Background: an optimization exercise with open tools, aiming at small area, a short achievable clock period and few clock cycles per item. Do not read the settings as production practice.
Function was checked by simulation only, so behaviour that the tests miss may differ from the original.

File: design/flow/design.v
`default_nettype none
package esc_pkg;
  localparam int unsigned SecondsW = 6;
  localparam int unsigned MinutesW = 6;
  localparam int unsigned HoursW   = 5;
  localparam int unsigned WeekdayW = 3;
  localparam int unsigned YearW    = 8;
  localparam int unsigned MonthW   = 4;
  localparam int unsigned DayW     = 5;
  localparam int unsigned EpochW   = 32;
  localparam int unsigned DaysW    = 16;
  localparam logic [5:0] SecsPerMin   = 6'd60;
  localparam logic [5:0] MinsPerHour  = 6'd60;
  localparam logic [5:0] HoursPerDay  = 6'd24;
  localparam logic [5:0] DaysPerWeek  = 6'd7;
  localparam logic [YearW-1:0] CenturySkipOff = 8'd130;
  localparam logic [MonthW-1:0] LastMonthIdx  = 4'd11;
  localparam logic [MonthW-1:0] FebIdx        = 4'd1;
  function automatic logic is_leap(input logic [YearW-1:0] year_off);
    is_leap = (year_off[1:0] == 2'd2) && (year_off != CenturySkipOff);
  endfunction
  function automatic logic [8:0] year_len(input logic [YearW-1:0] year_off);
    year_len = is_leap(year_off) ? 9'd366 : 9'd365;
  endfunction
  function automatic logic [4:0] month_len(input logic [MonthW-1:0] idx,
                                           input logic leap);
    logic [4:0] len;
    case (idx)
      4'd0:    len = 5'd31;
      4'd1:    len = leap ? 5'd29 : 5'd28;
      4'd2:    len = 5'd31;
      4'd3:    len = 5'd30;
      4'd4:    len = 5'd31;
      4'd5:    len = 5'd30;
      4'd6:    len = 5'd31;
      4'd7:    len = 5'd31;
      4'd8:    len = 5'd30;
      4'd9:    len = 5'd31;
      4'd10:   len = 5'd30;
      default: len = 5'd31;
    endcase
    month_len = len;
  endfunction
  function automatic logic [WeekdayW-1:0] weekday_of(input logic [2:0] r);
    logic [WeekdayW-1:0] wd;
    case (r)
      3'd0:    wd = 3'd5;
      3'd1:    wd = 3'd6;
      3'd2:    wd = 3'd7;
      3'd3:    wd = 3'd1;
      3'd4:    wd = 3'd2;
      3'd5:    wd = 3'd3;
      3'd6:    wd = 3'd4;
      default: wd = 3'd1;
    endcase
    weekday_of = wd;
  endfunction
endpackage
`default_nettype wire
`default_nettype none
module epoch_seconds_to_calendar_top (
  input  wire logic        clk,
  input  wire logic        rst,
  input  wire logic        din_valid,
  output wire logic        din_ready,
  input  wire logic [31:0] din_epoch_seconds,
  output wire logic        dout_valid,
  input  wire logic        dout_ready,
  output wire logic [5:0]  dout_second_of_minute,
  output wire logic [5:0]  dout_minute_of_hour,
  output wire logic [4:0]  dout_hour_of_day,
  output wire logic [2:0]  dout_weekday,
  output wire logic [7:0]  dout_year_offset,
  output wire logic [3:0]  dout_month_number,
  output wire logic [4:0]  dout_day_of_month
);
  logic adv;
  logic v1, v2, v3;
  assign adv       = !v3 || dout_ready;
  assign din_ready = adv;
  logic [24:0] x0;
  logic [18:0] a0, a1, a2, a3, a4;
  logic [18:0] s1, c1, s2, c2, s3, c3;
  logic [5:0]  r1_xa;
  logic [6:0]  s1_g;       
  assign x0 = din_epoch_seconds[31:7];
  assign r1_xa = x0[24:19];
  assign s1_g[0] = 64'h9696969696969696 >> r1_xa & 1'b1;
  assign s1_g[1] = 64'h2bd42bd42bd42bd4 >> r1_xa & 1'b1;
  assign s1_g[2] = 64'hcce73318cce73318 >> r1_xa & 1'b1;
  assign s1_g[3] = 64'hf0f83c1f0f07c3e0 >> r1_xa & 1'b1;
  assign s1_g[4] = 64'h00ffc01ff007fc00 >> r1_xa & 1'b1;
  assign s1_g[5] = 64'hff00001ffff80000 >> r1_xa & 1'b1;
  assign s1_g[6] = 64'hffffffe000000000 >> r1_xa & 1'b1;
  assign a0 = 19'(x0[24:7]);
  assign a1 = 19'(x0[24:8]);
  assign a2 = 19'(x0[24:13]);
  assign a3 = 19'(x0[24:17]);
  assign a4 = 19'(s1_g);
  assign s1 = a0 ^ a1 ^ a2;
  assign c1 = ((a0 & a1) | (a0 & a2) | (a1 & a2)) << 1;
  assign s2 = s1 ^ c1 ^ a3;
  assign c2 = ((s1 & c1) | (s1 & a3) | (c1 & a3)) << 1;
  assign s3 = s2 ^ c2 ^ a4;
  assign c3 = ((s2 & c2) | (s2 & a4) | (c2 & a4)) << 1;
  logic [18:0] p0;
  assign p0 = s3 + c3;
  logic [15:0] r1_qe;
  logic [17:0] r1_lo;      
  logic [10:0] s2_r;       
  logic        s2_c;       
  logic [4:0]  r1_qb;
  logic [5:0]  s2_q4e;
  logic [10:0] s2_l;
  logic [11:0] s2_rp;
  logic [15:0] s2_qe;
  assign s2_qe  = r1_qe;
  assign s2_r   = r1_lo[17:7] - ({s2_qe[1:0], 9'd0} + {s2_qe[3:0], 7'd0} + {s2_qe[5:0], 5'd0}
                                 + {s2_qe[9:0], 1'd0} + s2_qe[10:0]);
  assign s2_c   = (s2_r >= 11'd675);
  logic        s2_ga, s2_gb;
  assign s2_ga  = (s2_qe >= 16'd47541);
  assign s2_gb  = (s2_qe >= 16'd47540);
  assign r1_qb  = s2_qe[15:11];
  assign s2_q4e[0] = 32'hb26c9b26 >> r1_qb & 1'b1;
  assign s2_q4e[1] = 32'hdb492db4 >> r1_qb & 1'b1;
  assign s2_q4e[2] = 32'h1c71ce38 >> r1_qb & 1'b1;
  assign s2_q4e[3] = 32'he07e0fc0 >> r1_qb & 1'b1;
  assign s2_q4e[4] = 32'h007ff000 >> r1_qb & 1'b1;
  assign s2_q4e[5] = 32'hff800000 >> r1_qb & 1'b1;
  assign s2_l[0] = 32'h4d9364d9 >> r1_qb & 1'b1;
  assign s2_l[1] = 32'h24b6d24b >> r1_qb & 1'b1;
  assign s2_l[2] = 32'h51e2aae1 >> r1_qb & 1'b1;
  assign s2_l[3] = 32'hd4a857ab >> r1_qb & 1'b1;
  assign s2_l[4] = 32'h81f55541 >> r1_qb & 1'b1;
  assign s2_l[5] = 32'he6c66672 >> r1_qb & 1'b1;
  assign s2_l[6] = 32'h4a94e35a >> r1_qb & 1'b1;
  assign s2_l[7] = 32'h6bdeb5ef >> r1_qb & 1'b1;
  assign s2_l[8] = 32'h8ce7398c >> r1_qb & 1'b1;
  assign s2_l[9] = 32'h4294a529 >> r1_qb & 1'b1;
  assign s2_l[10] = 32'h94210842 >> r1_qb & 1'b1;
  logic [11:0] s2_rpa, s2_rpb;
  assign s2_rpa = {1'b0, s2_qe[10:0]} + {1'b0, s2_l} + {11'd0, s2_ga};
  assign s2_rpb = {1'b0, s2_qe[10:0]} + {1'b0, s2_l} + {10'd0, s2_gb, !s2_gb};
  assign s2_rp  = s2_c ? s2_rpb : s2_rpa;
  function automatic logic [2:0] add7(input logic [2:0] a, input logic [2:0] b);
    logic [3:0] t;
    t = {1'b0, a} + {1'b0, b};
    add7 = t[2:0] + {2'd0, t[3]};
  endfunction
  logic [2:0] s2_wa, s2_wb, s2_wq;
  assign s2_wa = add7(add7(s2_qe[2:0], s2_qe[5:3]), s2_qe[8:6]);
  assign s2_wb = add7(add7(s2_qe[11:9], s2_qe[14:12]), 3'd4 + {2'd0, s2_qe[15]});
  assign s2_wq = add7(s2_wa, s2_wb);
  logic [11:0] r2_rp;
  logic        r2_c;
  logic [5:0]  r2_q4e;
  logic [10:0] r2_r;       
  logic [6:0]  r2_e;       
  logic [2:0]  r2_wq;
  logic [11:0] s3_r;       
  logic [8:0]  s3_n;
  logic [3:0]  s3_nn;      
  logic [8:0]  s3_off;
  logic [8:0]  s3_doy;
  logic [7:0]  s3_ya;      
  assign s3_r = r2_rp;
  assign s3_n[0] = (s3_r >= 12'd365);
  assign s3_n[1] = (s3_r >= 12'd730);
  assign s3_n[2] = (s3_r >= 12'd1095);
  assign s3_n[3] = (s3_r >= 12'd1461);
  assign s3_n[4] = (s3_r >= 12'd1826);
  assign s3_n[5] = (s3_r >= 12'd2191);
  assign s3_n[6] = (s3_r >= 12'd2556);
  assign s3_n[7] = (s3_r >= 12'd2922);
  assign s3_n[8] = (s3_r >= 12'd3287);
  always_comb begin
    s3_nn = 4'd0;
    for (int i = 0; i < 9; i++) if (s3_n[i]) s3_nn = 4'(i + 1);
  end
  always_comb begin
    case (s3_nn)
      4'd0: s3_off = 9'd0;
      4'd1: s3_off = 9'd365;
      4'd2: s3_off = 9'd218;
      4'd3: s3_off = 9'd71;
      4'd4: s3_off = 9'd437;
      4'd5: s3_off = 9'd290;
      4'd6: s3_off = 9'd143;
      4'd7: s3_off = 9'd508;
      4'd8: s3_off = 9'd362;
      4'd9: s3_off = 9'd215;
      default: s3_off = 9'd0;
    endcase
  end
  assign s3_doy = s3_r[8:0] - s3_off;
  assign s3_ya  = {r2_q4e, 2'd0} + {4'd0, s3_nn} - 8'd2;
  logic [11:1] t;
  logic [3:0]  s3_mp;
    assign t[1] = (s3_doy >= 9'd31);
  assign t[2] = (s3_doy >= 9'd61);
  assign t[3] = (s3_doy >= 9'd92);
  assign t[4] = (s3_doy >= 9'd122);
  assign t[5] = (s3_doy >= 9'd153);
  assign t[6] = (s3_doy >= 9'd184);
  assign t[7] = (s3_doy >= 9'd214);
  assign t[8] = (s3_doy >= 9'd245);
  assign t[9] = (s3_doy >= 9'd275);
  assign t[10] = (s3_doy >= 9'd306);
  assign t[11] = (s3_doy >= 9'd337);
  always_comb begin
    s3_mp = 4'd0;
    for (int i = 1; i <= 11; i++) if (t[i]) s3_mp = 4'(i);
  end
  logic [2:0] s3_w4;
  logic [2:0] s3_wd;
  assign s3_w4 = add7(r2_wq, {2'd0, r2_c});
  assign s3_wd = (s3_w4 == 3'd7) ? 3'd1 : s3_w4 + 3'd1;
  logic [6:0]  s3_ha;
  logic [5:0]  s3_he;
  logic [8:0]  s3_l2;
  assign s3_ha = r2_r[10:4];
  assign s3_he[0] = 128'h6cd993264c993264c99b366cd9b366cc >> s3_ha & 1'b1;
  assign s3_he[1] = 128'h70e1e3c78f1e3c78f1e3c78f1e3c78f0 >> s3_ha & 1'b1;
  assign s3_he[2] = 128'h7f01fc07f01fc07f01fc07f01fc07f00 >> s3_ha & 1'b1;
  assign s3_he[3] = 128'h8001fff8001fff8001fff8001fff8000 >> s3_ha & 1'b1;
  assign s3_he[4] = 128'h0001ffffffe0000001ffffffe0000000 >> s3_ha & 1'b1;
  assign s3_he[5] = 128'h0001fffffffffffffe00000000000000 >> s3_ha & 1'b1;
  assign s3_l2[0] = 128'h6cd993264c993264c99b366cd9b366cc >> s3_ha & 1'b1;
  assign s3_l2[1] = 128'h1c3870e1c3870e1c3878f1e3c78f1e3c >> s3_ha & 1'b1;
  assign s3_l2[2] = 128'h03f80fe03f80fe03f807f01fc07f01fc >> s3_ha & 1'b1;
  assign s3_l2[3] = 128'hfff8001fff8001fff8000fffc000fffc >> s3_ha & 1'b1;
  assign s3_l2[4] = 128'hfff80000007ffffff80000003ffffffc >> s3_ha & 1'b1;
  assign s3_l2[5] = 128'h932193264c993264ce64c993264c9930 >> s3_ha & 1'b1;
  assign s3_l2[6] = 128'h1c3e1c3870e1c3870f870e1c3870e1c0 >> s3_ha & 1'b1;
  assign s3_l2[7] = 128'he03fe03f80fe03f80ff80fe03f80fe00 >> s3_ha & 1'b1;
  assign s3_l2[8] = 128'h6ce66ce64c66ce64c664c66ce64c66cc >> s3_ha & 1'b1;
  logic [8:0]  s3_hr;      
  logic        s3_hc;
  logic [7:0]  s3_hrem;
  logic [5:0]  s3_h1;
  assign s3_hr   = {r2_r[5:0], r2_e[6:4]} + s3_l2;
  assign s3_hc   = (s3_hr >= 9'd225);
  assign s3_hrem = s3_hc ? 8'(s3_hr - 9'd225) : s3_hr[7:0];
  assign s3_h1   = s3_he + {5'd0, s3_hc};
  logic [9:0]  s3_z;       
  assign s3_z = {s3_hrem, r2_e[3:2]};
  logic [6:0]  s3_ma;
  logic [5:0]  s3_me;
  assign s3_ma = s3_z[9:3];
  assign s3_me[0] = 128'hcc999933326664ccc999933326664ccc >> s3_ma & 1'b1;
  assign s3_me[1] = 128'hf0e1e1c3c387870f0e1e1c3c387870f0 >> s3_ma & 1'b1;
  assign s3_me[2] = 128'h00fe01fc03f807f00fe01fc03f807f00 >> s3_ma & 1'b1;
  assign s3_me[3] = 128'h00fffe0003fff8000fffe0003fff8000 >> s3_ma & 1'b1;
  assign s3_me[4] = 128'h00fffffffc0000000fffffffc0000000 >> s3_ma & 1'b1;
  assign s3_me[5] = 128'h00fffffffffffffff000000000000000 >> s3_ma & 1'b1;
  logic [4:0]  r3_dl;      
  logic [3:0]  r3_mp;
  logic [7:0]  r3_ya;
  logic [2:0]  r3_wd;
  logic [4:0]  r3_h;
  logic [5:0]  r3_me;
  logic [4:0]  r3_zl;      
  logic [1:0]  r3_s;
  logic [4:0]  s4_cum;     
  logic [3:0]  s4_month;
  always_comb begin
    case (r3_mp)
      4'd0: begin s4_cum = 5'd31; s4_month = 4'd3; end
      4'd1: begin s4_cum = 5'd30; s4_month = 4'd4; end
      4'd2: begin s4_cum = 5'd28; s4_month = 4'd5; end
      4'd3: begin s4_cum = 5'd27; s4_month = 4'd6; end
      4'd4: begin s4_cum = 5'd25; s4_month = 4'd7; end
      4'd5: begin s4_cum = 5'd24; s4_month = 4'd8; end
      4'd6: begin s4_cum = 5'd23; s4_month = 4'd9; end
      4'd7: begin s4_cum = 5'd21; s4_month = 4'd10; end
      4'd8: begin s4_cum = 5'd20; s4_month = 4'd11; end
      4'd9: begin s4_cum = 5'd18; s4_month = 4'd12; end
      4'd10: begin s4_cum = 5'd17; s4_month = 4'd1; end
      4'd11: begin s4_cum = 5'd16; s4_month = 4'd2; end
      default: begin s4_cum = 5'd0; s4_month = 4'd0; end
    endcase
  end
  logic [4:0]  s4_mr;      
  logic        s4_mc;
  assign s4_mr = r3_zl + {r3_me[4] ^ r3_me[0], r3_me[3:0]};    
  assign s4_mc = (s4_mr >= 5'd15);
  assign dout_valid            = v3;
  assign dout_second_of_minute = {(s4_mc ? 4'(s4_mr - 5'd15) : s4_mr[3:0]), r3_s};
  assign dout_minute_of_hour   = r3_me + {5'd0, s4_mc};
  assign dout_hour_of_day      = r3_h;
  assign dout_weekday          = r3_wd;
  assign dout_year_offset      = r3_ya + {7'd0, r3_mp >= 4'd10};
  assign dout_month_number     = s4_month;
  assign dout_day_of_month     = r3_dl - s4_cum;
  always_ff @(posedge clk) begin
    if (rst) begin
      v1 <= 1'b0;
      v2 <= 1'b0;
      v3 <= 1'b0;
    end else if (adv) begin
      v1 <= din_valid;
      v2 <= v1;
      v3 <= v2;
    end
  end
  always_ff @(posedge clk) begin
    if (adv) begin
      r1_qe    <= p0[18:3];
      r1_lo    <= din_epoch_seconds[17:0];
      r2_rp    <= s2_rp;
      r2_c     <= s2_c;
      r2_q4e   <= s2_q4e;
      r2_r     <= s2_r;
      r2_e     <= r1_lo[6:0];
      r2_wq    <= s2_wq;
      r3_dl    <= s3_doy[4:0];
      r3_mp    <= s3_mp;
      r3_ya    <= s3_ya;
      r3_wd    <= s3_wd;
      r3_h     <= (s3_h1 >= 6'd24) ? 5'(s3_h1 - 6'd24) : s3_h1[4:0];
      r3_me    <= s3_me;
      r3_zl    <= s3_z[4:0];
      r3_s     <= r2_e[1:0];
    end
  end
endmodule
`default_nettype wire
File: design/flow/constraint.sdc
create_clock -name core_clock -period 11.0 [get_ports {clk}]
set_input_delay 2.2000 -clock core_clock [delete_from_list [all_inputs] [get_ports {clk}]]
set_output_delay 2.2000 -clock core_clock [all_outputs]
set_load 0.01 [all_outputs]
File: design/flow/standard.sh
#!/bin/bash
# synth_recipe.tcl (not shown) runs the flow's synth.tcl, then flattens the netlist and writes it again
# the make line also repeats each setting of config.mk as NAME=value (left out here)
make -C /OpenROAD-flow-scripts/flow DESIGN_CONFIG=/design/flow/config.mk WORK_HOME=/design/flow/orfs CLKGATE_MAP_FILE= SYNTH_SCRIPT=/design/flow/synth_recipe.tcl "${@:-finish}"
File: design/flow/config.mk
export PLATFORM = sky130hd
export DESIGN_NAME = epoch_seconds_to_calendar_top
export DESIGN_NICKNAME = epoch_seconds_to_calendar_top
export VERILOG_FILES = /design/flow/design.v
export SDC_FILE = /design/flow/constraint.sdc
export NUM_CORES = 4
export LEC_CHECK = 0
export CAP_MARGIN = 20
export CORE_MARGIN = 2
export CORE_UTILIZATION = 40
export SLEW_MARGIN = 20
File: design/flow/flow/run.sh
#!/bin/bash
# The standard layout (the standard.sh: ORFS synthesis through finish) with timing repair
# aimed at 5 ns of setup slack, and the port buffers made with buf_1 cells.
set -euo pipefail
bash standard.sh SETUP_SLACK_MARGIN=5 'BUFFER_PORTS_ARGS=-buffer_cell sky130_fd_sc_hd__buf_1' finish > standard_finish.log 2>&1
==> impl_results.md, run 1 <==
- EDFF count, synth: approximately 110
- Post-Syn Area per Cell: 9.00 sq um
- Number of cells after detailed placement: 1988
- Cell area after layout: 15500 sq um
- I/O pin cnt: 75
- CORE AREA: 33500 sq um
- Max Clock Freq: 168 MHz
- Antenna violations before repair: 0
- Crit-path slowest cell: fa_1
- Antenna cell count: 0
- Synthesis-to-layout area growth: 13.4%
- Worst min path class: reg2reg
- Worst slew pin tran: approximately 1000 ps
- WP buf/inv: 3
- Max_cap viols: 0
- Die area: 35600 sq um
- Synthesized area: 13600 sq um
- Crit path largest cell delay: 530 ps
- Flops & latches, synth: 115
- Fin. Hold Viols: 0
- Minimum clock period: 5950 ps
- Main synth FF type: edfxtp_1
- Clock buffer depth: 2
- DR vias/cell: 5.32
- GP Congestion: 0.857
- PortBufs: 74
- H-tree Lvls: 4
- Top delay family on crit path: adder cells
- # setup viols final: 0
- Share of layout cells above drive strength 1: 0.101
- WP depth: 17
- Clk sinks: 115
- FF-to-FF setup slack: 5330 ps
- Final setup margin: 5050 ps
- RR Endpoint: r2_rp[10]
- Fin Setup TNS: 0 ps
- DRC Markers: 0
- DRT antenna net count: 0
- GRT Total Usage: 0.177
- Iter 0 DRT Violations: 754
- Setup Skew: 9.59 ps
- Starting Density: 0.407
- First-pass GRT wire length: roughly 52000 microns
- CP endpoint: r1_qe[15]
- Length in cells of the worst reg-to-reg path: 21
- DRT Pass-1 Iters: 6
- Crit path from: din_epoch_seconds[16]
- Slew margin rel.: 0.334
- Ys async rst share: 0
- Status: timing/DRC/antenna clean
- Vias: 10.9k
- Final nets: 1880
- Die Y: 189 microns
- Critical path peak fanout: 4
- Dpl ws: 4210 ps
- Largest net degree at the start of global routing: between 70 and 80
- Post-synthesis sequential area ratio: 0.251
- Worst r2r src: r1_qe[1]
- Congestion Overflow GR: 0
- Synth Net Count: 1807
- Final Routed Wirelength: 30600 microns
- Crit end category: flip-flop
- DR WL/cell: 14.9 microns
- Critical Path RT: 11190 ps
- Post-DP HPWL: 23300 microns
- Skew-Pair Late Insertion Delay: roughly 430 ps
- Crit-path most repeated cell: fa_1
- Number of core rows: 67
- RSZ-0062 raised after global routing: true
- Warnings, synthesis: 1
- TritonCTS clock tree: built
- Clk root buf: clkbuf_16
- Final period utilization: 0.541
- Fin cells: 2050
- Distinct cells, synth: 80
- Crit path cell chain: buf_8 -> fa_1 -> inv_1 -> fa_1 -> inv_2 -> fa_1 -> ha_1 -> a41o_1 -> a21oi_2 -> o21ai_2 -> a2111o_1 -> a31o_4 -> nor4_4 -> nor3_4 -> a211o_1 -> a21oi_2 -> xnor2_1
- Total CTS buffers: 17
- Vias in the first global route: 10.5k
- Grt met3 use: 0.0285
- Slew Viols, Final: 0
- Grt peak-use layer: met2
- Startpoint types: input port
- Met1 usage: 0.230
- Crit Path Class: in2reg
- CP arrival: between 6000 and 7000 ps
- Hold-fix buffers, CTS: 0
- Die width: 189 microns
- Routing usage on met2: 0.305
- DP Area: 14400 sq um
- Syn Inst Count: 1516
- Clock transition at the registers of the reported paths: 60 ps
layout by cell type, fill, tap and decap left out, types with 6 or more instances in the layout:
cell type   netlist  routed
a211oi_1         20      17
a21boi_0         10      10
a21o_1           33      33
a21oi_1         111     107
a221oi_1          8       8
a31oi_1          12      12
and2_1            6       6
and3_1           13      13
buf_1            12      65
buf_4             0      36
clkbuf_16         0      17
clkinvlp_4        0       7
edfxtp_1        112     112
fa_1             52      51
ha_1            203     197
inv_1           150     145
inv_6             0       7
mux2_2            9       9
mux2i_1          14      14
nand2_1         108     107
nand2b_1         16      16
nand3_1          32      32
nand3b_1          6       6
nand4_1           7       7
nor2_1          113     111
nor2b_1          19      19
nor3_1           17      16
o211ai_1         21      21
o21a_1           13      12
o21ai_0         106     103
o21bai_1          7       7
o311ai_0          8       8
o31ai_1          11      10
or2_2             7       7
xnor2_1          77      75
xor2_1           38      33
area by class of cell:
type / instances / area (sq um)
clock inverter: 15 / 170
sequential: 115 / 3420
timing repair inverter: 1 / 5.00
tap: 448 / 561
clock buffer: 17 / 425
inverter: 160 / 619
fill: 3281 / 18100
multi-input combinational: 1181 / 9640
timing repair buffer: 113 / 633
how the worst min path moves through the flow:
stage / start / endpoint / slack, ps / depth (start not counted)
after floorplan: r1_lo[0] / r2_e[0] / 400 / 0
after global placement: r2_e[3] / r3_zl[1] / 400 / 0
after detailed placement: r2_e[3] / r3_zl[1] / 400 / 0
after CTS: r2_e[3] / r3_zl[1] / 420 / 0
after global routing: r1_lo[1] / r2_e[1] / 430 / 0
final: r1_lo[1] / r2_e[1] / 410 / 0
through the flow:
step | hold WS (ps) | utilization
after floorplan | 400 | -
after global placement | 401 | 0.429
after detailed placement | 405 | 0.429
after CTS | 419 | 0.450
after global routing | 428 | 0.462
final | 414 | 0.462
cells in the mapped netlist (all sizes together) (17+ instances only):
cell    number  area share
nor2b       19      0.0087
clkbuf      41       0.011
a211oi      23       0.014
nor3        17      0.0062
a21oi      112       0.041
ha         203        0.19
a21o        33       0.018
inv        153       0.042
nand2      108       0.030
edfxtp     112        0.25
xor2        40       0.027
buf         19      0.0059
fa          52       0.076
o21ai      109       0.040
nand3       32       0.012
nor2       113       0.031
o211ai      21       0.012
xnor2       77       0.049
worst reg2reg max path, delay by kind of cell (launching register included):
kind                     cells  cell delay [ps]
multiplexers                 1              250
flip-flops                   1              510
AO/OA/AOI/OAI                3              800
XOR/XNOR                     1              140
AND/OR/NAND/NOR              5              790
adder cells (fa/ha/maj)      6             2510
buffers and inverters        5              400
timing repair:
item,in CTS,in global routing
cloned,0,1
resized for setup,14,60
endpoints found under the setup margin,9,14
pin swaps,3,9
setup buffers,7,22
cell families after synthesis:
group | Yosys count | synth area share
compound gates | 420 | 0.201
xor+xnor | 117 | 0.0762
fa+ha+maj | 257 | 0.264
buf+inv | 220 | 0.0611
flops | 115 | 0.251
mux | 28 | 0.0259
simple gates | 359 | 0.121
metal layers:
metal,vias to the layer above,part of all wire
li1,5549,-
met1,5100,0.46
met2,218,0.48
met3,35,0.039
met4,0,0.017
met5,-,0
sequential cells by signal, indices dropped and copies added (netlist names):
name,count
r1_lo,18
r1_qe,16
r2_c,1
r2_e,7
r2_q4e,6
r2_r,11
r2_rp,12
r2_wq,3
r3_dl,5
r3_h,5
r3_me,6
r3_mp,4
r3_s,2
r3_wd,3
r3_ya,8
r3_zl,5
v1,1
v2,1
v3,1
Testbench counts, summed over its fixed seeds: cycles 8,024, items 8,000.
==> run 2, diff against run 1 <==
--- a/design/flow/config.mk
+++ b/design/flow/config.mk
@@ -8,4 +8,4 @@
 export CAP_MARGIN = 20
 export CORE_MARGIN = 2
-export CORE_UTILIZATION = 40
+export CORE_UTILIZATION = 55
 export SLEW_MARGIN = 20
==> impl_results.md, run 2 <==
- Most common cell after layout, fill and taps aside: ha_1
- Synthesis-to-layout area growth: 11.3%
- Antenna cell count: 0
- Final period utilization: 0.534
- Hold_ws: about 420 ps
- Total CTS buffers: 17
- Vias in the first global route: about 11k
- Synth Net Count: 1807
- GP Congestion: 0.884
- Iter 0 DRT Violations: 635
- Crit path cell chain: buf_8 -> fa_1 -> inv_2 -> fa_1 -> inv_2 -> fa_1 -> ha_1 -> a41o_1 -> a21oi_2 -> o21ai_2 -> a2111o_1 -> a31o_4 -> nor4_4 -> nor3_2 -> a211o_1 -> a21oi_2 -> xnor2_1
- Top cell type's share of synthesized area: 0.246
- Slew margin rel.: 0.320
- DR WL/cell: 15.4 microns
- DRT Pass-1 Iters: 5
- Clock buffer depth: 2
- Fin Setup TNS: 0 ps
- Yosys top cell by area: edfxtp_1
- Crit Path Class: in2reg
- Worst min path class: reg2reg
- Vias: 10.9k
- Worst slew pin tran: roughly 1000 ps
- TritonCTS clock tree: built
- First-pass GRT wire length: 49800 microns
- Share of layout cells above drive strength 1: 0.0954
- Max_cap viols: 0
- Post-synthesis sequential area ratio: 0.251
- Synthesized area: 13600 sq um
- Slew Viols, Final: 0
- Commonest cells after routing, fill and taps aside: 198 x ha_1, 144 x inv_1, 113 x nor2_1
- Crit end category: flip-flop
- Number of core rows: 57
- Worst r2r src: r2_r[5]
- H-tree Lvls: 4
- RSZ-0062 raised after global routing: true
- Skew-Pair Late Insertion Delay: about 420 ps
- WP depth: 17
- Setup Skew: 9.91 ps
- Largest net degree at the start of global routing: 78
- Minimum clock period: 5870 ps
- I/O pin cnt: 75
- PortBufs: 74
- WHS Path Cells: 0
- Final Routed Wirelength: slightly below 30000 microns
- Critical path peak fanout: 4
- CP arrival: 6030 ps
- Fin. Hold Viols: 0
- Multi-input gate area: between 9000 and 10000 sq um
- CORE AREA: 24300 sq um
- Length in cells of the worst reg-to-reg path: 25
- Largest Register: r1_lo
- Syn Inst Count: ~1.5k
- Top post-synthesis cells by area: edfxtp_1 25%, ha_1 19%, fa_1 7.6%
- Most numerous cell in the Yosys netlist: ha_1
- Top delay family on crit path: adder cells
- Die Y: 162 microns
- DRT antenna net count: 0
- Max Clock Freq: 170 MHz
- Post-DP HPWL: 22100 microns
- Clk sinks: 115
- Crit path largest cell delay: between 500 and 600 ps
- Crit path from: din_epoch_seconds[16]
- Die width: around 160 microns
- WP buf/inv: 3
- Max reg flops: 18
- Clock transition at the registers of the reported paths: roughly 60 ps
- # setup viols final: 0
- Clk root buf: clkbuf_16
- Congestion Overflow GR: 0
- Main synth FF type: edfxtp_1
- Post-Syn Area per Cell: 9.00 sq um
- Starting Density: 0.561
- Ys async rst share: 0
- Hold-fix buffers, CTS: 0
- Storage cell area: 3420 sq um
- Die area: 26100 sq um
- Critical Path RT: 11160 ps
- Warnings, synthesis: 1
- Layout fillers: 2103
- EDFF count, synth: 112
- Crit-path slowest cell: fa_1
- Largest registers: r1_lo: 18 flops, r1_qe: 16 flops, r2_rp: 12 flops
- Flops & latches, synth: 115
- Final nets: around 1.9k
- Antenna violations before repair: 0
- Synth cell count leaders: 203 x ha_1, 150 x inv_1, 113 x nor2_1
- Startpoint types: input port
- Status: timing/DRC/antenna clean
- Crit-path most repeated cell: fa_1
- DRC Markers: 0
- Hold wc startpoint: r1_lo[2]
- GRT Total Usage: 0.233
- DR vias/cell: 5.70
- Distinct cells, synth: 80
## run 2: kinds of logic (layout without fill, tap and decap cells)
group / after synthesis / in the layout / share of synthesized area
flip-flops: 115 / 115 / 0.251
buffers and inverters: 220 / 298 / 0.0611
multiplexers: 28 / 28 / 0.0259
XOR/XNOR: 117 / 117 / 0.0762
AND/OR/NAND/NOR: 359 / 359 / 0.121
AO/OA/AOI/OAI: 420 / 420 / 0.201
adder cells (fa/ha/maj): 257 / 257 / 0.264
## run 2: final timing paths
check,end,slack [ps]
max,r1_qe[15],5130
min,r2_e[2],420
max reg2reg,r3_me[2],5280
min reg2reg,r2_e[2],420
## run 2: repair_timing
item	4_1_cts	5_1_grt
pin swaps	7	12
setup endpoints to repair	8	15
resized for setup	15	50
buffers inserted	11	11
## run 2: worst reg2reg max path: cells and delay by family, from the launching register on
family          cells  cell delay, ps
compound gates      7            1460
fa+ha+maj           5            1280
mux                 4             900
simple gates        4             690
buf+inv             4             540
flops               1             430
xor+xnor            1             180
## run 2: final cells by class
type	instances	share of cell area
sequential	115	0.225
multi-input combinational	1181	0.635
timing repair buffer	106	0.0367
clock inverter	15	0.00725
clock buffer	17	0.0280
tap	324	0.0267
inverter	160	0.0405
## run 2: metal layers
metal  wire (microns)  global-route usage
met1            13100               0.290
met2            14600               0.410
met3              975              0.0380
met4              754              0.0791
met5                0                   0
## run 2: per-stage QoR
| step | area (sq um) | worst slack (ps) | instances | utilization |
|---|---|---|---|---|
| final | 15200 | 5130 | 1918 | 0.624 |
| after global routing | 15200 | 4930 | 1918 | 0.624 |
| after CTS | 14900 | 5000 | 1907 | 0.613 |
| after detailed placement | 14200 | 4260 | 1864 | 0.585 |
| after global placement | 14200 | 4470 | 1864 | 0.585 |
| after floorplan | 13700 | 4840 | 1516 | - |
==> run 3, diff against run 2 <==
--- a/design/flow/design.v
+++ b/design/flow/design.v
@@ -143,5 +143,5 @@
   assign s2_rpa = {1'b0, s2_qe[10:0]} + {1'b0, s2_l} + {11'd0, s2_ga};
   assign s2_rpb = {1'b0, s2_qe[10:0]} + {1'b0, s2_l} + {10'd0, s2_gb, !s2_gb};
-  assign s2_rp  = s2_c ? s2_rpb : s2_rpa;
+  assign s2_rp  = ({12{s2_c}} & s2_rpb) | ({12{!s2_c}} & s2_rpa);
   function automatic logic [2:0] add7(input logic [2:0] a, input logic [2:0] b);
     logic [3:0] t;
==> impl_results.md, run 3 <==
- First-pass GRT wire length: 49700 microns
- Distinct cells, synth: 91
- Synthesis-to-layout area growth: 10.8%
- GP Congestion: 0.885
- Largest registers: r1_lo: 18 flops, r1_qe: 16 flops, r2_rp: 12 flops
- Most common cell after layout, fill and taps aside: ha_1
- PortBufs: 74
- Share of layout cells above drive strength 1: 0.0880
- Number of cells after detailed placement: about 1.9k
- Crit Path Class: reg2reg
- RR Endpoint: r3_me[2]
- Setup Skew: 13.6 ps
- Length in cells of the worst reg-to-reg path: 22
- DRT antenna net count: 0
- CP arrival: 6010 ps
- DRC Markers: 0
- Max Clock Freq: 171 MHz
- Iter 0 DRT Violations: a little under 600
- Final nets: about 1.9k
- Worst slew pin tran: 1010 ps
- Main synth FF type: edfxtp_1
- Number of core rows: 58
- Post-DP HPWL: 22600 microns
- CORE AREA: around 25000 sq um
- Post-synthesis sequential area ratio: 0.247
- Storage cell area: 3420 sq um
- Synthesized area: 13900 sq um
- Die area: ~27000 sq um
- Critical Path RT: 11170 ps
- Clock transition at the registers of the reported paths: 60 ps
- Crit end category: flip-flop
- Status: timing/DRC/antenna clean
- Fin cells: 1909
- Final period utilization: 0.531
- Yosys top cell by area: edfxtp_1
- DR vias/cell: 5.71
- Clk root buf: clkbuf_16
- Largest net degree at the start of global routing: 82
- Congestion Overflow GR: 0
- TritonCTS clock tree: built
- Top cell type's share of synthesized area: 0.242
- I/O pin cnt: 75
- Top post-synthesis cells by area: edfxtp_1 24%, ha_1 18%, fa_1 7.5%
- Clk sinks: 115
- Minimum clock period: 5840 ps
- Syn Inst Count: 1500
- Critical path peak fanout: 12
- Startpoint types: flip-flop
- Total CTS buffers: 17
- Crit path from: r2_r[5]
- Worst min path class: reg2reg
- Synth Net Count: 1793
- # setup viols final: 0
- Most numerous cell in the Yosys netlist: ha_1
- Vias: ~11k
- Clock buffer depth: 2
- Warnings, synthesis: 1
- Ys async rst share: 0
- GRT Total Usage: 0.231
- Antenna cell count: 0
- Vias in the first global route: 10.2k
- DR WL/cell: ~16 microns
- Die width: 163 microns
- Skew-Pair Late Insertion Delay: 420 ps
- Max reg flops: 18
- Largest Register: r1_lo
- Worst r2r src: r2_r[5]
- Flops & latches, synth: 115
- RSZ-0062 raised after global routing: false
- Hold-fix buffers, CTS: 0
- Final Routed Wirelength: 30000 microns
- Antenna violations before repair: 0
- Layout fillers: about 2.2k
- Fin Setup TNS: 0 ps
- Multi-input gate area: 9810 sq um
- FF-to-FF setup slack: 5160 ps
- Starting Density: 0.556
- Slew margin rel.: 0.330
- Slew Viols, Final: 0
- Post-Syn Area per Cell: slightly above 9 sq um
- DRT Pass-1 Iters: 7
- Max_cap viols: 0
- Die Y: 163 microns
- Fin. Hold Viols: 0
- EDFF count, synth: 112
- Synth cell count leaders: 205 x ha_1, 157 x inv_1, 112 x edfxtp_1
- Commonest cells after routing, fill and taps aside: 199 x ha_1, 153 x inv_1, 112 x edfxtp_1
- CP endpoint: r3_me[2]
- H-tree Lvls: 4
run 3: cell count changes after synthesis, moves of 6 or more:
cell | before | now
nor2_1 | 113 | 84
mux2i_1 | 14 | 34
o21ai_0 | 106 | 87
a21oi_1 | 111 | 102
clkbuf_1 | 41 | 34
inv_1 | 150 | 157
o22ai_1 | 2 | 9
and2_1 | 6 | 12
mux4_2 | 5 | 11
o211ai_1 | 21 | 15
o21ai_1 | 2 | 8
run 3: layout make-up:
class	count	share of cell area
Tap cell	330	0.0269
Sequential cell	115	0.223
Inverter	164	0.0407
Timing Repair inverter	1	0.000326
Multi-Input combinational cell	1164	0.638
Clock buffer	17	0.0277
Timing Repair Buffer	103	0.0333
Clock inverter	15	0.0102
run 3: cells by family after synthesis:
family          count (synthesis)  share of synthesized area
compound gates                404                      0.191
xor+xnor                      116                     0.0743
fa+ha+maj                     260                      0.262
buf+inv                       222                     0.0634
flops                         115                      0.247
mux                            56                     0.0513
simple gates                  327                      0.111
run 3: stage by stage:
stage | util | setup slack (ps) | area (sq um) | hold WS [ps]
finish | 0.616 | 5160 | 15400 | 417
global route | 0.616 | 4900 | 15400 | 425
CTS | 0.606 | 4970 | 15100 | 418
detailed placement | 0.577 | 4010 | 14400 | 405
global placement | 0.577 | 4180 | 14400 | 401
floorplan | - | 5010 | 13900 | 400
run 3: layer usage:
layer | vias to the layer above | part of all wire | GRT usage
met5 | - | 0 | 0
met4 | 0 | 0.013 | 0.0583
met3 | 32 | 0.047 | 0.0295
met2 | 273 | 0.48 | 0.392
met1 | 5084 | 0.46 | 0.315
li1 | 5512 | - | -
run 3: worst min-delay path by stage:
stage                        start       to  cells past startpoint
after global placement     r2_e[1]  r3_s[1]                      0
after global routing       r2_e[1]  r3_s[1]                      0
final                     r1_lo[3]  r2_e[3]                      0
after CTS                 r1_lo[3]  r2_e[3]                      0
after floorplan           r1_lo[0]  r2_e[0]                      0
after detailed placement  r1_lo[3]  r2_e[3]                      0
run 3: critical path, stage by stage (launching register included):
cell and delay, ps:
edfxtp_1 460, inv_4 190, ha_4 250, mux4_2 450
mux4_2 480, o22ai_2 190, ha_1 200, inv_1 60
fa_1 420, nand2b_4 180, a21oi_1 140, o22ai_1 110
xnor2_1 230, or3b_4 500, a31oi_4 210, xnor2_2 100
inv_2 120, ha_2 220, ha_2 220, mux2i_1 240
a211oi_1 100, o21bai_1 160, a221o_1 340
run 3: repair_timing:
action	in CTS	in global routing
pin swaps	1	10
setup buffers	6	11
endpoints found under the setup margin	8	14
cloned	1	1
resized for setup	17	32
hold endpoints to repair	0	0
Testbench counts of run 3, summed over its fixed seeds: cycles 8,024, items 8,000.
==> run 4, diff against run 3 <==
--- a/design/flow/config.mk
+++ b/design/flow/config.mk
@@ -6,4 +6,5 @@
 export NUM_CORES = 4
 export LEC_CHECK = 0
+export ABC_AREA = 1
 export CAP_MARGIN = 20
 export CORE_MARGIN = 2
==> impl_results.md, run 4 <==
- Status: timing/DRC/antenna clean
- Warnings, synthesis: 1
- Max Clock Freq: ~170 MHz
- Synth Net Count: around 2k
- Post-layout util: 0.613
- First-pass GRT wire length: ~52000 microns
- WHS Path Cells: 0
- TritonCTS clock tree: built
- DRC Markers: 0
- GRT Total Usage: 0.245
- I/O pin cnt: 75
- Slew margin rel.: 0.306
- Critical Path RT: 11170 ps
- Post-DP HPWL: roughly 25000 microns
- Clock buffer depth: 2
- Main synth FF type: edfxtp_1
- Fin. Hold Viols: 0
- Crit end category: flip-flop
- Die width: 162 microns
- Layout fillers: 2279
- RSZ-0062 raised after global routing: true
- Minimum clock period: 5770 ps
- Synth cell count leaders: 309 x nand2_1, 266 x inv_1, 205 x ha_1
- CORE AREA: 24400 sq um
- Final period utilization: 0.524
- H-tree Lvls: 4
- DRT Pass-1 Iters: 5
- Max reg flops: 18
- RR Endpoint: r3_me[2]
- Antenna violations before repair: 3
- Final Routed Wirelength: 31100 microns
- Vias: 11.6k
- Skew-Pair Late Insertion Delay: 440 ps
- Largest net degree at the start of global routing: 82
- Die Y: around 160 microns
- Yosys top cell by area: edfxtp_1
- Share of layout cells above drive strength 1: 0.0523
- Flops & latches, synth: 115
- Clock transition at the registers of the reported paths: 60 ps
- # setup viols final: 0
- CP arrival: 5940 ps
- Largest Register: r1_lo
- Iter 0 DRT Violations: 913
- Setup Skew: 16.0 ps
- DP Area: 14200 sq um
- Hold wc startpoint: r2_e[0]
- Vias in the first global route: 11.0k
- Die area: around 26000 sq um
- Final nets: 2079
- Starting Density: 0.561
- Cell area after layout: 14900 sq um
- Slew Viols, Final: 0
- Congestion Overflow GR: 0
- Most common cell after layout, fill and taps aside: nand2_1
- Top post-synthesis cells by area: edfxtp_1 25%, ha_1 19%, nand2_1 8.5%
- DRT antenna net count: 0
- Hold-fix buffers, CTS: 0
- Ys async rst share: 0
- Storage cell area: 3420 sq um
- EDFF count, synth: 112
- Syn Inst Count: 1713
- DR WL/cell: 14.6 microns
- CP endpoint: r1_qe[10]
- Distinct cells, synth: 59
- DR vias/cell: ~5.5
- Post-Syn Area per Cell: between 7 and 8 sq um
- Startpoint types: input port
- Post-synthesis sequential area ratio: 0.250
- Multi-input gate area: 9110 sq um
- Worst min path class: reg2reg
- Worst slew pin tran: 1040 ps
- GP Congestion: 0.912
- Fin Setup TNS: 0 ps
- Length in cells of the worst reg-to-reg path: 27
- Number of core rows: 57
- Total CTS buffers: 17
- Top cell type's share of synthesized area: 0.246
- Crit Path Class: in2reg
- Commonest cells after routing, fill and taps aside: 309 x nand2_1, 261 x inv_1, 205 x ha_1
- Crit path from: din_epoch_seconds[16]
- Max_cap viols: 0
- Synthesis-to-layout area growth: 9.19%
- Synthesized area: 13700 sq um
- Most numerous cell in the Yosys netlist: nand2_1
- Critical path peak fanout: 4
- Largest registers: r1_lo: 18 flops, r1_qe: 16 flops, r2_rp: 12 flops
- FF-to-FF setup slack: 5380 ps
- Clk sinks: 115
- Worst r2r src: r2_r[5]
- PortBufs: 74
- Clk root buf: clkbuf_16
==> run 4: cell types whose count changed after synthesis, sizes merged, moves of 39 or more <==
cell	change
xor2	+39
nand3	+61
inv	+114
nand2	+207
nor2	+61
==> run 4: worst max-delay path: stages <==
cell,delay (ps)
buf_1,130
fa_1,540
inv_1,50
fa_1,490
inv_1,50
fa_1,540
ha_1,230
nand3_1,70
o21bai_1,100
a21o_1,190
a21o_1,180
a21oi_1,230
o21bai_2,120
nand3_1,80
nand2_1,80
a21oi_2,230
o21ai_2,120
nand3_1,80
nand2_1,60
xor2_1,150
==> run 4: area by class of cell <==
cell class	instances	share of cell area
timing repair buffer	83	0.0231
antenna	3	0.000502
timing repair inverter	2	0.000670
sequential	115	0.229
inverter	274	0.0701
clock buffer	18	0.0287
clock inverter	14	0.0113
multi-input combinational	1293	0.609
tap	324	0.0271
==> run 4: worst min path at each step <==
stage               to  slack [ps]
2_1_floorplan  r2_e[0]         400
3_3_place_gp   r3_s[0]         400
3_5_place_dp   r3_s[1]         410
4_1_cts        r2_e[0]         420
5_1_grt        r2_e[0]         420
6_report       r3_s[0]         420
==> run 4: what timing repair did <==
item | CTS | global route
resized for setup | 2 | 11
pin swaps | 0 | 1
setup buffers | 2 | 4
setup endpoints to repair | 4 | 12
gates cloned | 0 | 2
hold endpoints to repair | 0 | 0
==> run 4: cells by family (layout without fill, tap and decap cells) <==
family	count (synthesis)	count (layout)	share of synthesized area
muxes	1	1	0.000823
xor gates and xnor gates	121	121	0.0780
other	0	3	0
and+or+nand+nor	600	600	0.185
adders and majority gates	257	257	0.263
AOI/OAI and AO/OA	314	314	0.136
buffers and inverters	305	391	0.0869
DFF	115	115	0.250
==> run 4: layer usage <==
metal,up-vias,track usage,part of all wire
li1,5892,-,-
met4,0,0.0732,0.018
met5,-,0,0
met3,53,0.0329,0.036
met2,272,0.432,0.51
met1,5429,0.315,0.44
==> run 4: stage by stage <==
step | setup WS [ps] | hold WS [ps] | std cells
after global routing | 4930 | 424 | 2126
after CTS | 5060 | 418 | 2117
final | 5230 | 420 | 2126
after floorplan | 5060 | 400 | 1713
after global placement | 4700 | 401 | 2083
after detailed placement | 4610 | 406 | 2083
==> run 5, diff against run 4 <==
--- a/design/flow/config.mk
+++ b/design/flow/config.mk
@@ -6,7 +6,6 @@
 export NUM_CORES = 4
 export LEC_CHECK = 0
-export ABC_AREA = 1
 export CAP_MARGIN = 20
 export CORE_MARGIN = 2
-export CORE_UTILIZATION = 55
+export CORE_UTILIZATION = 40
 export SLEW_MARGIN = 20
==> impl_results.md, run 5 <==
- Post-synthesis sequential area ratio: 0.247
- RSZ-0062 raised after global routing: false
- GRT Total Usage: 0.178
- DRT Pass-1 Iters: 7
- Final Routed Wirelength: roughly 32000 microns
- Top post-synthesis cells by area: edfxtp_1 24%, ha_1 18%, fa_1 7.5%
- PortBufs: 74
- Critical path peak fanout: 3
- Die Y: about 190 microns
- Vias: between 10k and 15k
- Iter 0 DRT Violations: 665
- Dpl ws: 3940 ps
- I/O pin cnt: 75
- Post-DP HPWL: 23500 microns
- Final period utilization: 0.528
- Antenna cell count: 0
- Clk root buf: clkbuf_16
- Worst slew pin tran: about 950 ps
- Synthesized area: ~14000 sq um
- Die area: ~36000 sq um
- Congestion Overflow GR: 0
- Crit Path Class: in2reg
- Warnings, synthesis: 1
- Skew-Pair Late Insertion Delay: 430 ps
- Commonest cells after routing, fill and taps aside: 197 x ha_1, 153 x inv_1, 112 x edfxtp_1
- Die width: between 150 and 200 microns
- Synth cell count leaders: 205 x ha_1, 157 x inv_1, 112 x edfxtp_1
- Clk sinks: 115
- Fin Setup TNS: 0 ps
- Final setup margin: about 5200 ps
- Largest Register: r1_lo
- TritonCTS clock tree: built
- Minimum clock period: 5800 ps
- Clock transition at the registers of the reported paths: 50 ps
- Flops & latches, synth: approximately 120
- Crit end category: flip-flop
- Distinct cells, synth: ~90
- # setup viols final: 0
- Slew margin rel.: 0.369
- H-tree Lvls: 4
- Slew Viols, Final: 0
- EDFF count, synth: around 110
- Share of layout cells above drive strength 1: 0.0947
- Vias in the first global route: between 10k and 15k
- Yosys top cell by area: edfxtp_1
- Final nets: around 1.9k
- Top cell type's share of synthesized area: 0.242
- Status: timing/DRC/antenna clean
- Antenna violations before repair: 1
- Synth Net Count: 1793
- Ys async rst share: 0
- Syn Inst Count: about 1.5k
- Worst min path class: reg2reg
- Startpoint types: input port
- Total CTS buffers: 17
- Largest registers: r1_lo: 18 flops, r1_qe: 16 flops, r2_rp: 12 flops
- DR WL/cell: 15.5 microns
- Largest net degree at the start of global routing: 64
- Setup Skew: 14.2 ps
- Max Clock Freq: around 170 MHz
- CORE AREA: 34400 sq um
- Synthesis-to-layout area growth: 12.4%
- Critical Path RT: between 10000 and 15000 ps
- Max_cap viols: 0
- DRC Markers: 0
- Number of core rows: a little under 70
- Layout fillers: 3329
- GP Congestion: about 0.87
- DRT antenna net count: 0
- Fin. Hold Viols: 0
- Most numerous cell in the Yosys netlist: ha_1
- Clock buffer depth: 2
- DR vias/cell: 5.42
- CP arrival: 5960 ps
- Starting Density: 0.404
- Most common cell after layout, fill and taps aside: ha_1
- First-pass GRT wire length: approximately 52000 microns
- Max reg flops: 18
- Main synth FF type: edfxtp_1
- Post-Syn Area per Cell: 9.25 sq um
==> run 5: changes by cell type in the layout (fill, tap and decap cells not counted), moves of 24 or more <==
cell,delta
nand2_1,-198
inv_1,-108
nand3_1,-61
nor2_1,-56
xor2_1,-42
mux2i_1,+33
xnor2_1,+31
a21o_1,+24
==> run 5: kinds of logic (layout without fill, tap and decap cells) <==
| family | after synthesis | count (layout) | share of synthesized area |
|---|---|---|---|
| buf+inv | 222 | 305 | 0.0634 |
| xor+xnor | 116 | 116 | 0.0743 |
| flops | 115 | 115 | 0.247 |
| mux | 56 | 56 | 0.0513 |
| fa+ha+maj | 260 | 260 | 0.262 |
| compound gates | 404 | 405 | 0.191 |
| simple gates | 327 | 327 | 0.111 |
==> run 5: what timing repair did <==
| item | CTS | global route |
|---|---|---|
| pin swaps | 0 | 8 |
| buffers inserted | 7 | 14 |
| hold endpoints to repair | 0 | 0 |
| hold buffers | 0 | 0 |
| cloned | 1 | 2 |
| setup endpoints to repair | 10 | 12 |
| resized for setup | 24 | 35 |
==> run 5: worst max-delay path, cell delays in order <==
cell and delay, ps:
buf_1 170, fa_1 530, inv_1 50, fa_1 510
inv_1 60, fa_1 530, ha_1 220, a41o_1 220
a21oi_2 200, o21bai_2 110, a21oi_2 220, o21a_1 190
o31a_1 210, o21bai_1 110, a211oi_1 330, nor2_1 90
==> run 5: layout make-up <==
cell class	count	area (sq um)	area share
Clock buffer	17	425	0.0273
Clock inverter	15	134	0.00858
Inverter	164	628	0.0403
Multi-Input combinational cell	1164	9860	0.632
Sequential cell	115	3420	0.219
Tap cell	455	569	0.0365
Timing Repair Buffer	108	549	0.0352
Timing Repair inverter	1	5.00	0.000321
==> run 5: layer usage <==
| layer | GRT usage | part of all wire | routed length [microns] | up-vias |
|---|---|---|---|---|
| li1 | - | - | - | 5542 |
| met1 | 0.234 | 0.46 | 14600 | 5206 |
| met2 | 0.301 | 0.48 | 15000 | 265 |
| met3 | 0.0278 | 0.044 | 1370 | 43 |
| met4 | 0.0528 | 0.020 | 618 | 0 |
| met5 | 0 | 0 | 0 | - |
==> run 5: final timing paths <==
kind                         startpoint         to  slack, ps  cells after the start
hold reg to reg                 r2_e[3]   r3_zl[1]        420                      0
hold / removal                  r2_e[3]   r3_zl[1]        420                      0
setup reg to reg                r2_r[5]   r3_me[2]       5250                     23
setup / recovery  din_epoch_seconds[17]  r1_qe[12]       5200                     16
==> run 5: through the flow <==
stage                     instance area (sq um)  hold WS [ps]  utilization  cells
after detailed placement                  14600           405        0.423   1983
final                                     15600           417        0.454   2039
after CTS                                 15300           418        0.445   2023
after global placement                    14600           403        0.423   1983
after global routing                      15600           422        0.454   2039
after floorplan                           13900           400            -   1500
==> run 6, diff against run 5 <==
--- a/design/flow/config.mk
+++ b/design/flow/config.mk
@@ -6,4 +6,5 @@
 export NUM_CORES = 4
 export LEC_CHECK = 0
+export ABC_AREA = 1
 export CAP_MARGIN = 20
 export CORE_MARGIN = 2
==> impl_results.md, run 6 <==
- Status: timing/DRC/antenna clean
- Startpoint types: input port
- RSZ-0062 raised after global routing: true
- Clk root buf: clkbuf_16
- Largest registers: r1_lo: 18 flops, r1_qe: 16 flops, r2_rp: 12 flops
- Main synth FF type: edfxtp_1
- GP Congestion: just over 0.9
- Ys async rst share: 0
- Length in cells of the worst reg-to-reg path: 29
- Die area: approximately 36000 sq um
- Fin. Hold Viols: 0
- # setup viols final: 0
- Max_cap viols: 0
- Congestion Overflow GR: 0
- Layout fillers: 3354
- Worst slew pin tran: 887 ps
- Antenna violations before repair: 0
- CP arrival: 5910 ps
- Clk sinks: 115
- Total CTS buffers: 17
- Final setup margin: 5280 ps
- Multi-input gate area: 9120 sq um
- Max Clock Freq: 175 MHz
- Post-synthesis sequential area ratio: 0.250
- DRT Pass-1 Iters: 6
- Crit Path Class: in2reg
- Top post-synthesis cells by area: edfxtp_1 25%, ha_1 19%, nand2_1 8.5%
- Share of layout cells above drive strength 1: 0.0485
- Die Y: 189 microns
- Top cell type's share of synthesized area: 0.246
- Storage cell area: 3420 sq um
- Synth cell count leaders: 309 x nand2_1, 266 x inv_1, 205 x ha_1
- Worst Hold End: r2_e[1]
- Crit end category: flip-flop
- Flops & latches, synth: 115
- Fin Setup TNS: 0 ps
- Starting Density: 0.407
- FF-to-FF setup slack: 5380 ps
- Critical path peak fanout: 3
- Dpl ws: approximately 4600 ps
- Slew margin rel.: 0.409
- Clock buffer depth: 2
- DRC Markers: 0
- Antenna cell count: 0
- Final nets: 2076
- Hold_ws: 427 ps
- Syn Inst Count: 1713
- DP Area: 14400 sq um
- Commonest cells after routing, fill and taps aside: 309 x nand2_1, 263 x inv_1, 205 x ha_1
- Post-Syn Area per Cell: 7.99 sq um
- Most numerous cell in the Yosys netlist: nand2_1
- Synth Net Count: 2006
- GRT Total Usage: 0.182
- Worst min path class: reg2reg
- EDFF count, synth: 112
- Vias in the first global route: 11.3k
- Hold wc startpoint: r1_lo[1]
- First-pass GRT wire length: 53400 microns
- Crit path from: din_epoch_seconds[16]
- Synthesized area: 13700 sq um
- Distinct cells, synth: 59
- Slew Viols, Final: 0
- WHS Path Cells: 0
- Final period utilization: 0.520
- Iter 0 DRT Violations: 755
- I/O pin cnt: 75
- Setup Skew: between 10 and 15 ps
- DR vias/cell: 5.15
- Cell area after layout: 15100 sq um
- Clock transition at the registers of the reported paths: 60 ps
- Yosys top cell by area: edfxtp_1
- Skew-Pair Late Insertion Delay: 440 ps
- Final Routed Wirelength: 31500 microns
- Vias: 11.5k
- Post-DP HPWL: 24800 microns
- DRT antenna net count: 0
- RR Endpoint: r3_me[2]
- Number of core rows: 67
- TritonCTS clock tree: built
- DR WL/cell: 14.0 microns
- Worst r2r src: r2_r[5]
- PortBufs: 74
- CORE AREA: about 34000 sq um
- H-tree Lvls: 4
- Most common cell after layout, fill and taps aside: nand2_1
- Hold-fix buffers, CTS: 0
- Max reg flops: 18
- Largest Register: r1_lo
- Die width: 189 microns
- Largest net degree at the start of global routing: 67
- Critical Path RT: 11190 ps
- Minimum clock period: roughly 5700 ps
- Warnings, synthesis: 1
- Synthesis-to-layout area growth: 9.97%
[run 6: how the worst max path moves through the flow]
stage                end  slack [ps]  cells past startpoint
6_report       r1_qe[15]        5280                     20
3_5_place_dp   r1_qe[15]        4580                     20
4_1_cts         r3_me[2]        5010                     25
5_1_grt         r3_me[2]        4950                     28
2_1_floorplan  din_ready        5060                      2
3_3_place_gp   r1_qe[15]        4670                     20
[run 6: cell families (layout without fill, tap and decap cells)]
family	after synthesis	in the layout	share of synthesized area
AND/OR/NAND/NOR	600	600	0.185
AO/OA/AOI/OAI	314	314	0.136
buffers and inverters	305	387	0.0869
adder cells (fa/ha/maj)	257	257	0.263
XOR/XNOR	121	121	0.0780
flip-flops	115	115	0.250
multiplexers	1	1	0.000823
[run 6: layout make-up]
| class | count | area share |
|---|---|---|
| Clock buffer | 18 | 0.0285 |
| Clock inverter | 13 | 0.00947 |
| Tap cell | 448 | 0.0372 |
| Inverter | 274 | 0.0690 |
| Timing Repair Buffer | 82 | 0.0229 |
| Multi-Input combinational cell | 1293 | 0.606 |
| Sequential cell | 115 | 0.227 |
[run 6: metrics by stage]
| step | cells | utilization |
|---|---|---|
| floorplan | 1713 | - |
| global placement | 2208 | 0.429 |
| detailed placement | 2208 | 0.429 |
| CTS | 2241 | 0.446 |
| global route | 2243 | 0.448 |
| finish | 2243 | 0.448 |
[run 6: per-layer routing]
| layer | vias up | part of all wire | GRT usage | wire (microns) |
|---|---|---|---|---|
| li1 | 5887 | - | - | - |
| met1 | 5300 | 0.45 | 0.226 | 14200 |
| met2 | 295 | 0.48 | 0.318 | 15100 |
| met3 | 66 | 0.045 | 0.0330 | 1420 |
| met4 | 0 | 0.024 | 0.0652 | 764 |
| met5 | - | 0 | 0 | 0 |
[run 6: what timing repair did]
action	4_1_cts	5_1_grt
setup endpoints to repair	3	14
resized for setup	3	11
buffers inserted	2	2
[run 6: critical path, cell delays in order]
cell      delay, ps
buf_1           150
fa_1            550
inv_1            50
fa_1            490
inv_1            50
fa_1            490
ha_1            300
nand3_1          60
o21bai_1        200
a21o_1          170
a21o_1          160
a21oi_2          80
o21bai_2        170
nand3_1          90
nand2_1         110
a21oi_2          90
o31ai_2         260
nand2_1          80
nand2_1          80
xor2_1           60

## afterwards: timing with drivers on the ports
The flow's constraints put no driver on any port. The routed layouts listed below were extracted and timed again, unchanged, in two steps.
Step 1 (the two cells are an assumption about what drives the block):
set clk [get_ports {clk}]
set_driving_cell -lib_cell sky130_fd_sc_hd__clkbuf_16 $clk
set_driving_cell -lib_cell sky130_fd_sc_hd__buf_2 [delete_from_list [all_inputs] $clk]
Step 2 also shifts input and output timing later by t, the mid clock arrival at the registers, as if the neighbouring blocks saw the same clock.
Slacks: ideal ports / drivers / drivers and shift; pairs: ideal ports / drivers.
| run | shift t [ns] | setup slack, ns | worst setup path at the end | worst register clock-pin slew, ns |
|---|---|---|---|---|
| run 1 | 0.481 | 5.051 / 5.064 / 4.583 | input to register | 0.06 / 0.06 |
| run 2 | 0.468 | 5.130 / 5.143 / 4.675 | input to register | 0.06 / 0.06 |
| run 3 | 0.468 | 5.158 / 5.158 / 4.839 | input to register | 0.06 / 0.06 |
| run 4 | 0.479 | 5.233 / 5.257 / 4.778 | input to register | 0.07 / 0.07 |
| run 5 | 0.467 | 5.197 / 5.223 / 4.756 | input to register | 0.06 / 0.06 |
| run 6 | 0.481 | 5.277 / 5.304 / 4.823 | input to register | 0.06 / 0.06 |
After both steps setup and hold are still met in every run listed. The setup slack of run 1, which loses most, moves by +0.013 ns with the drivers and by -0.468 ns with both steps.
